What follows belongs to an exercise in optimizing a design on an open flow for a short achievable clock period and few clock cycles; a production flow would make more cautious choices.
Function was checked by simulation only, so behaviour that the tests miss may differ from the original.
No activity file was given, so power comes from the tool's default toggle rates.

==> design/flow/design.v <==
module mem_region_controller #(
    parameter int DATA_WIDTH     = 8,
    parameter int ADDR_WIDTH     = 20,
    parameter int INT_ADDR_WIDTH = 8,
    parameter int LEN_WIDTH      = 4,
    parameter int EXT_TIMEOUT    = 64
) (
    input  logic                  i_clk,
    input  logic                  i_rst_n,
    input  logic                  i_cmd_valid,
    output logic                  o_cmd_ready,
    input  logic                  i_cmd_we,
    input  logic [ADDR_WIDTH-1:0] i_cmd_addr,
    input  logic [LEN_WIDTH-1:0]  i_cmd_len,
    input  logic [DATA_WIDTH-1:0] i_wr_data,
    input  logic                  i_wr_valid,
    output logic                  o_wr_ready,
    output logic [DATA_WIDTH-1:0] o_rd_data,
    output logic                  o_rd_valid,
    output logic                  o_busy,
    output logic                  o_done,
    output logic                  o_err,
    output logic                  o_ext_req,
    output logic                  o_ext_we,
    output logic [ADDR_WIDTH-1:0] o_ext_addr,
    output logic [DATA_WIDTH-1:0] o_ext_wdata,
    input  logic [DATA_WIDTH-1:0] i_ext_rdata,
    input  logic                  i_ext_ack
);
    localparam int TMO_WIDTH = $clog2(EXT_TIMEOUT + 1);
    localparam logic [TMO_WIDTH-1:0]  TMO_LOAD = TMO_WIDTH'(EXT_TIMEOUT - 1);
    localparam logic [ADDR_WIDTH:0]   INT_SIZE = {{ADDR_WIDTH{1'b0}}, 1'b1} << INT_ADDR_WIDTH;
    localparam logic [ADDR_WIDTH:0]   ADDR_MAX = {1'b0, {ADDR_WIDTH{1'b1}}};
    typedef enum logic [2:0] {
        S_IDLE,
        S_INT_WR,
        S_INT_RD,
        S_INT_RD_LAST,
        S_EXT_WR,
        S_EXT_RD,
        S_FIN
    } state_t;
    state_t                    r_state;
    state_t                    w_state_nxt;
    logic [ADDR_WIDTH-1:0]     r_addr;
    logic [LEN_WIDTH-1:0]      r_cnt;
    logic                      r_err;
    logic [TMO_WIDTH-1:0]      r_tmo;
    logic                      r_ext_req;
    logic                      r_ext_we;
    logic [ADDR_WIDTH-1:0]     r_ext_addr;
    logic [DATA_WIDTH-1:0]     r_ext_wdata;
    logic [DATA_WIDTH-1:0]     r_rd_data;
    logic                      r_rd_valid;
    logic [DATA_WIDTH-1:0]     mem [0:(2**INT_ADDR_WIDTH)-1];
    logic [ADDR_WIDTH:0]       w_start;
    logic [ADDR_WIDTH:0]       w_end;
    logic                      w_start_int;
    logic                      w_cmd_err;
    logic                      w_last;
    logic                      w_wr_fire;
    logic                      w_ext_ack;
    logic                      w_ext_tmo;
    logic [INT_ADDR_WIDTH-1:0] w_mem_idx;
    assign w_start     = {1'b0, i_cmd_addr};
    assign w_end       = w_start + {{(ADDR_WIDTH + 1 - LEN_WIDTH){1'b0}}, i_cmd_len};
    assign w_start_int = (w_start < INT_SIZE);
    assign w_cmd_err   = (w_end > ADDR_MAX) || (w_start_int && (w_end >= INT_SIZE));
    assign w_last      = (r_cnt == '0);
    assign w_wr_fire   = i_wr_valid && o_wr_ready;
    assign w_ext_ack   = r_ext_req && i_ext_ack;
    assign w_ext_tmo   = r_ext_req && !i_ext_ack && (r_tmo == '0);
    assign w_mem_idx   = r_addr[INT_ADDR_WIDTH-1:0];
    assign o_cmd_ready = (r_state == S_IDLE);
    assign o_busy      = (r_state != S_IDLE);
    assign o_done      = (r_state == S_FIN);
    assign o_err       = (r_state == S_FIN) && r_err;
    assign o_wr_ready  = (r_state == S_INT_WR) || ((r_state == S_EXT_WR) && !r_ext_req);
    assign o_ext_req   = r_ext_req;
    assign o_ext_we    = r_ext_we;
    assign o_ext_addr  = r_ext_addr;
    assign o_ext_wdata = r_ext_wdata;
    assign o_rd_data   = r_rd_data;
    assign o_rd_valid  = r_rd_valid;
    always_ff @(posedge i_clk or negedge i_rst_n) begin
        if (!i_rst_n) begin
            r_state <= S_IDLE;
        end else begin
            r_state <= w_state_nxt;
        end
    end
    always_comb begin
        w_state_nxt = r_state;
        case (r_state)
            S_IDLE: begin
                if (i_cmd_valid) begin
                    if (w_cmd_err) begin
                        w_state_nxt = S_FIN;
                    end else if (w_start_int) begin
                        w_state_nxt = i_cmd_we ? S_INT_WR : S_INT_RD;
                    end else begin
                        w_state_nxt = i_cmd_we ? S_EXT_WR : S_EXT_RD;
                    end
                end
            end
            S_INT_WR: begin
                if (w_wr_fire && w_last) begin
                    w_state_nxt = S_FIN;
                end
            end
            S_INT_RD: begin
                if (w_last) begin
                    w_state_nxt = S_INT_RD_LAST;
                end
            end
            S_INT_RD_LAST: w_state_nxt = S_FIN;
            S_EXT_WR, S_EXT_RD: begin
                if ((w_ext_ack && w_last) || w_ext_tmo) begin
                    w_state_nxt = S_FIN;
                end
            end
            S_FIN:   w_state_nxt = S_IDLE;
            default: w_state_nxt = S_IDLE;
        endcase
    end
    always_ff @(posedge i_clk or negedge i_rst_n) begin
        if (!i_rst_n) begin
            r_addr      <= '0;
            r_cnt       <= '0;
            r_err       <= 1'b0;
            r_tmo       <= '0;
            r_ext_req   <= 1'b0;
            r_ext_we    <= 1'b0;
            r_ext_addr  <= '0;
            r_ext_wdata <= '0;
            r_rd_data   <= '0;
            r_rd_valid  <= 1'b0;
        end else begin
            r_rd_valid <= 1'b0;
            case (r_state)
                S_IDLE: begin
                    if (i_cmd_valid) begin
                        r_addr <= i_cmd_addr;
                        r_cnt  <= i_cmd_len;
                        r_err  <= w_cmd_err;
                    end
                end
                S_INT_WR: begin
                    if (i_wr_valid) begin
                        r_addr <= r_addr + ADDR_WIDTH'(1);
                        r_cnt  <= r_cnt - LEN_WIDTH'(1);
                    end
                end
                S_INT_RD: begin
                    r_rd_data  <= mem[w_mem_idx];
                    r_rd_valid <= 1'b1;
                    r_addr     <= r_addr + ADDR_WIDTH'(1);
                    r_cnt      <= r_cnt - LEN_WIDTH'(1);
                end
                S_EXT_WR, S_EXT_RD: begin
                    if (!r_ext_req) begin
                        if ((r_state == S_EXT_RD) || i_wr_valid) begin
                            r_ext_req  <= 1'b1;
                            r_ext_we   <= (r_state == S_EXT_WR);
                            r_ext_addr <= r_addr;
                            r_tmo      <= TMO_LOAD;
                            if (r_state == S_EXT_WR) begin
                                r_ext_wdata <= i_wr_data;
                            end
                        end
                    end else if (i_ext_ack) begin
                        r_ext_req <= 1'b0;
                        r_ext_we  <= 1'b0;
                        r_addr    <= r_addr + ADDR_WIDTH'(1);
                        r_cnt     <= r_cnt - LEN_WIDTH'(1);
                        if (r_state == S_EXT_RD) begin
                            r_rd_data  <= i_ext_rdata;
                            r_rd_valid <= 1'b1;
                        end
                    end else if (r_tmo == '0) begin
                        r_ext_req <= 1'b0;
                        r_ext_we  <= 1'b0;
                        r_err     <= 1'b1;
                    end else begin
                        r_tmo <= r_tmo - TMO_WIDTH'(1);
                    end
                end
                default: ;
            endcase
        end
    end
    always_ff @(posedge i_clk) begin
        if ((r_state == S_INT_WR) && i_wr_valid) begin
            mem[w_mem_idx] <= i_wr_data;
        end
    end
endmodule
==> design/flow/run.sh <==
#!/bin/bash
# synth_recipe.tcl (not shown) runs the flow's synth.tcl, then flattens the netlist and writes it again
# the make line also repeats each setting of config.mk as NAME=value (left out here)
make -C /OpenROAD-flow-scripts/flow DESIGN_CONFIG=/design/flow/config.mk WORK_HOME=/design/flow/orfs CLKGATE_MAP_FILE= SYNTH_SCRIPT=/design/flow/synth_recipe.tcl finish
==> design/flow/config.mk <==
export PLATFORM = sky130hd
export DESIGN_NAME = mem_region_controller
export DESIGN_NICKNAME = mem_region_controller
export VERILOG_FILES = /design/flow/design.v
export SDC_FILE = /design/flow/constraint.sdc
export NUM_CORES = 4
export LEC_CHECK = 0
export CAP_MARGIN = 20
export CORE_MARGIN = 2
export CORE_UTILIZATION = 40
export SLEW_MARGIN = 20
==> design/flow/constraint.sdc <==
create_clock -name core_clock -period 4.0 [get_ports {i_clk}]
set_input_delay 0.8000 -clock core_clock [delete_from_list [all_inputs] [get_ports {i_clk}]]
set_output_delay 0.8000 -clock core_clock [all_outputs]
set_load 0.01 [all_outputs]
==> results.cfg <==
[run_status]
status = finished clean

[timing]
whs_ns = 0.401
clock_skew_ns = 0.0374
setup_viol = 0
fin_ws_ns = 0.292
fin_crit_sh_pct = 92.7
min_period_ns = 3.71
finalHoldViolations = 0
setup_tns_ns = 0
slew_headroom_pct = 19.1
drv_slew = 0
worst_slew_pin_slew_ns = 1.21
clock.fmax_ghz = 0.270
rsz0062_at_grt = no

[clocking]
cts_tree = done
h-tree-depth = 4
clk_latency_ns = 0.86
cts.sinks = 2122
clock-root-buffer = clkbuf_16
cts_max_path_buffers = 3
clkTransAtPathRegs_ns = 0.07
cts_made_buffers = 213
cts_resized = 0

[layout]
fillers = 17196
stdcell_count = 7616
final_common_cell = edfxtp_1
nNetsFinal = 4705
syn_to_final_growth_pct = 17.3
layout_common_cells = edfxtp_1 (2048), mux4_2 (550), buf_4 (470)
drive_above_1_share_pct = 29.3

[synth]
yosys.area.top_type = edfxtp_1
synth_fp_nets = 4142
ys_warn_count = 1
syn_area_um2 = 83600
synthArstFlopShare_pct = 3.49
synth-seq-cells = 2122
avgSynthCellArea_um2 = 20.5
yosysTopAreaCellShare_pct = 73.6
ys.flop_type = edfxtp_1
syn-instance-count = 4083
yosys-top-cells-area = edfxtp_1 (74%), mux4_2 (15%), dfrtp_1 (2.2%), nor2_1 (1.4%), mux2i_1 (0.87%)
ys_seq_area_share_pct = 75.8
synth_edf_count = 2048
synth_cell_types = 74

[setup_path]
end_kind = register
path_class = register to register
cp_data_arrival_time_ns = 4.44
r2r-start = r_addr[0]
required_ns = 4.73
cp-startpoint = r_addr[0]
reg2regPathDepth = 9
worstPathMaxFanout = 28
crit_path_start_kind = register

[pwr]
switching_share_pct = 31.9
internal-power_mw = 44.0
power_switching_mw = 20.7
irDropWorstVdd_mv = 0.452
power_mw = 64.7
power_frac_comb_pct = 30.3
share_seq_of_total_power_pct = 39.4
p_leak_nw = 31.3
power_density_nw_per_um2 = 660
p_clk_share_pct = 30.3

[global_route]
antenna_found_initial = 5
grt-ovfl-total = 0
grt_pass1_wl_um = 336000
grt_pass1_vias = 43777
grt_max_degree = 132
grt_usage_pct = 22.4

[floorplan]
ios = 90
die_w_um = 461
start_util_pct = 40.3
core.rowCount = 167
die_y_um = 461
die-area_um2 = 213000
core_um2 = 207000

[place]
placed_cells = 7217
dpl.hpwl_um = 157000
gp_congestion = 0.943
pre_cts_ws_ns = 0.320
port_buffers = 89

[route]
viasPerCell = 5.85
drt-pass1-iter-count = 6
antenna_left = 0
totalWireLength_um = 239000
num_vias = 44581
wl_per_cell_um = 31.3
drt_iter0_markers = 6477
drc = 0

[worst_hold_path]
hold_depth = 1
hold_path.class = primary input to register
min_from = i_wr_data[7]

[flow_run]
drv_cap = 0
-- cells in the mapped netlist, drive strengths merged (9+ instances only) --
| cell type | number |
|---|---|
| a211oi | 9 |
| a21oi | 92 |
| a221oi | 11 |
| a22o | 16 |
| a22oi | 39 |
| a31oi | 14 |
| and2 | 10 |
| and3 | 15 |
| buf | 132 |
| clkbuf | 122 |
| dfrtp | 74 |
| edfxtp | 2048 |
| ha | 12 |
| inv | 17 |
| mux2 | 9 |
| mux2i | 73 |
| mux4 | 550 |
| nand2 | 183 |
| nand3 | 56 |
| nand4 | 13 |
| nor2 | 319 |
| nor2b | 10 |
| nor3 | 26 |
| nor4 | 15 |
| o211ai | 11 |
| o21ai | 52 |
| o22ai | 25 |
| o32ai | 13 |
| or3 | 9 |
-- critical path, stage by stage, from the launching register on --
cell	delay [ns]
dfrtp_4	0.59
buf_12	0.29
buf_4	0.41
mux4_2	0.57
mux2i_1	0.31
o22ai_1	0.15
nor3_1	0.44
nand3_1	0.25
a2111oi_2	0.39
a31oi_1	0.13
-- logic make-up after synthesis --
group / Yosys count / synth area share [%]
simple gates: 696 / 3.67
mux: 632 / 15.8
compound gates: 339 / 2.72
xor+xnor: 9 / 0.0944
flops: 2122 / 75.8
fa+ha+maj: 13 / 0.204
buf+inv: 272 / 1.67
-- final timing paths --
path                                  end  slack, ns
hold / removal                mem[119][7]       0.40
hold reg to reg            r_ext_addr[11]       0.48
setup reg to reg             r_rd_data[1]       0.29
setup / recovery             r_rd_data[1]       0.29
min in group asynchronous   r_ext_addr[2]       0.50
max in group asynchronous  r_ext_addr[11]       2.60
-- area by class of cell --
cell class | instances | area (µm²) | area share, %
tap | 2788 | 3490 | 3.56
clock buffer | 263 | 5600 | 5.71
clock inverter | 131 | 1240 | 1.27
sequential | 2122 | 63400 | 64.6
timing repair buffer | 602 | 5320 | 5.42
inverter | 18 | 75.1 | 0.0766
multi-input combinational | 1689 | 18900 | 19.3
antenna | 3 | 7.51 | 0.00766
-- power by group through the flow --
stage / clock network, mW / logic [mW] / registers [mW]
CTS: 19.9 / 19.6 / 25.5
detailed placement: 0 / 19.5 / 25.9
global placement: 0 / 19.5 / 25.9
finish: 19.6 / 19.6 / 25.5
floorplan: 0 / 11.4 / 25.5
global route: 20.7 / 20.4 / 25.5
-- through the flow --
step	utilization [%]	area [µm²]
2_1_floorplan	-	83600
3_3_place_gp	44.0	91100
3_5_place_dp	44.0	91100
4_1_cts	47.3	98000
5_1_grt	47.3	98000
6_report	47.3	98000
-- metal layers --
layer,up-vias,global-route usage [%],wire length (µm)
met2,2269,34.1,110000
li1,18050,-,-
met5,-,0,0
met3,459,4.81,23200
met1,23803,31.4,95100
met4,0,9.42,10700
-- sequential cells by signal (all words and copies together) (netlist names) --
| register | cells |
|---|---|
| r_rd_valid | 1 |
| r_addr | 20 |
| mem | 2048 |
| r_ext_we | 1 |
| r_ext_addr | 20 |
| r_rd_data | 8 |
| r_ext_req | 1 |
| r_tmo | 7 |
| r_ext_wdata | 8 |
| r_err | 1 |
| r_state | 3 |
| r_cnt | 4 |
-- timing repair --
action / in CTS / in global routing
hold buffers: 1 / 0
hold endpoints to repair: 34 / 0
buffers inserted: 0 / 0
Testbench counts, summed over its fixed seeds: cycles 62,851.

[port drivers added, routing unchanged]
In the flow no input, the clock included, has a driving cell. The finished layout below was timed again as built, in two steps.
Step 1: set_driving_cell puts a clkbuf_16 on i_clk and a buf_2 on each other input, an assumption about the parent block.
Step 2 moves the port delays by t, midway between the first and last clock arrival at a register: inputs arrive t later, outputs are due t later. That takes back most of the time a late clock gives input paths.
Slacks: ideal / step 1 / step 2; pairs: ideal / step 1.
shift t [ns]: 0.935
setup WS [ns]: 0.292 / 0.292 / 0.268
worst setup path after step 2: input to register
latest minus earliest clock arrival (ns): 0.043 / 0.043
After both steps this run still meets setup and hold. The setup slack of this run moves by 0.000 ns with the drivers and by -0.024 ns with both steps.
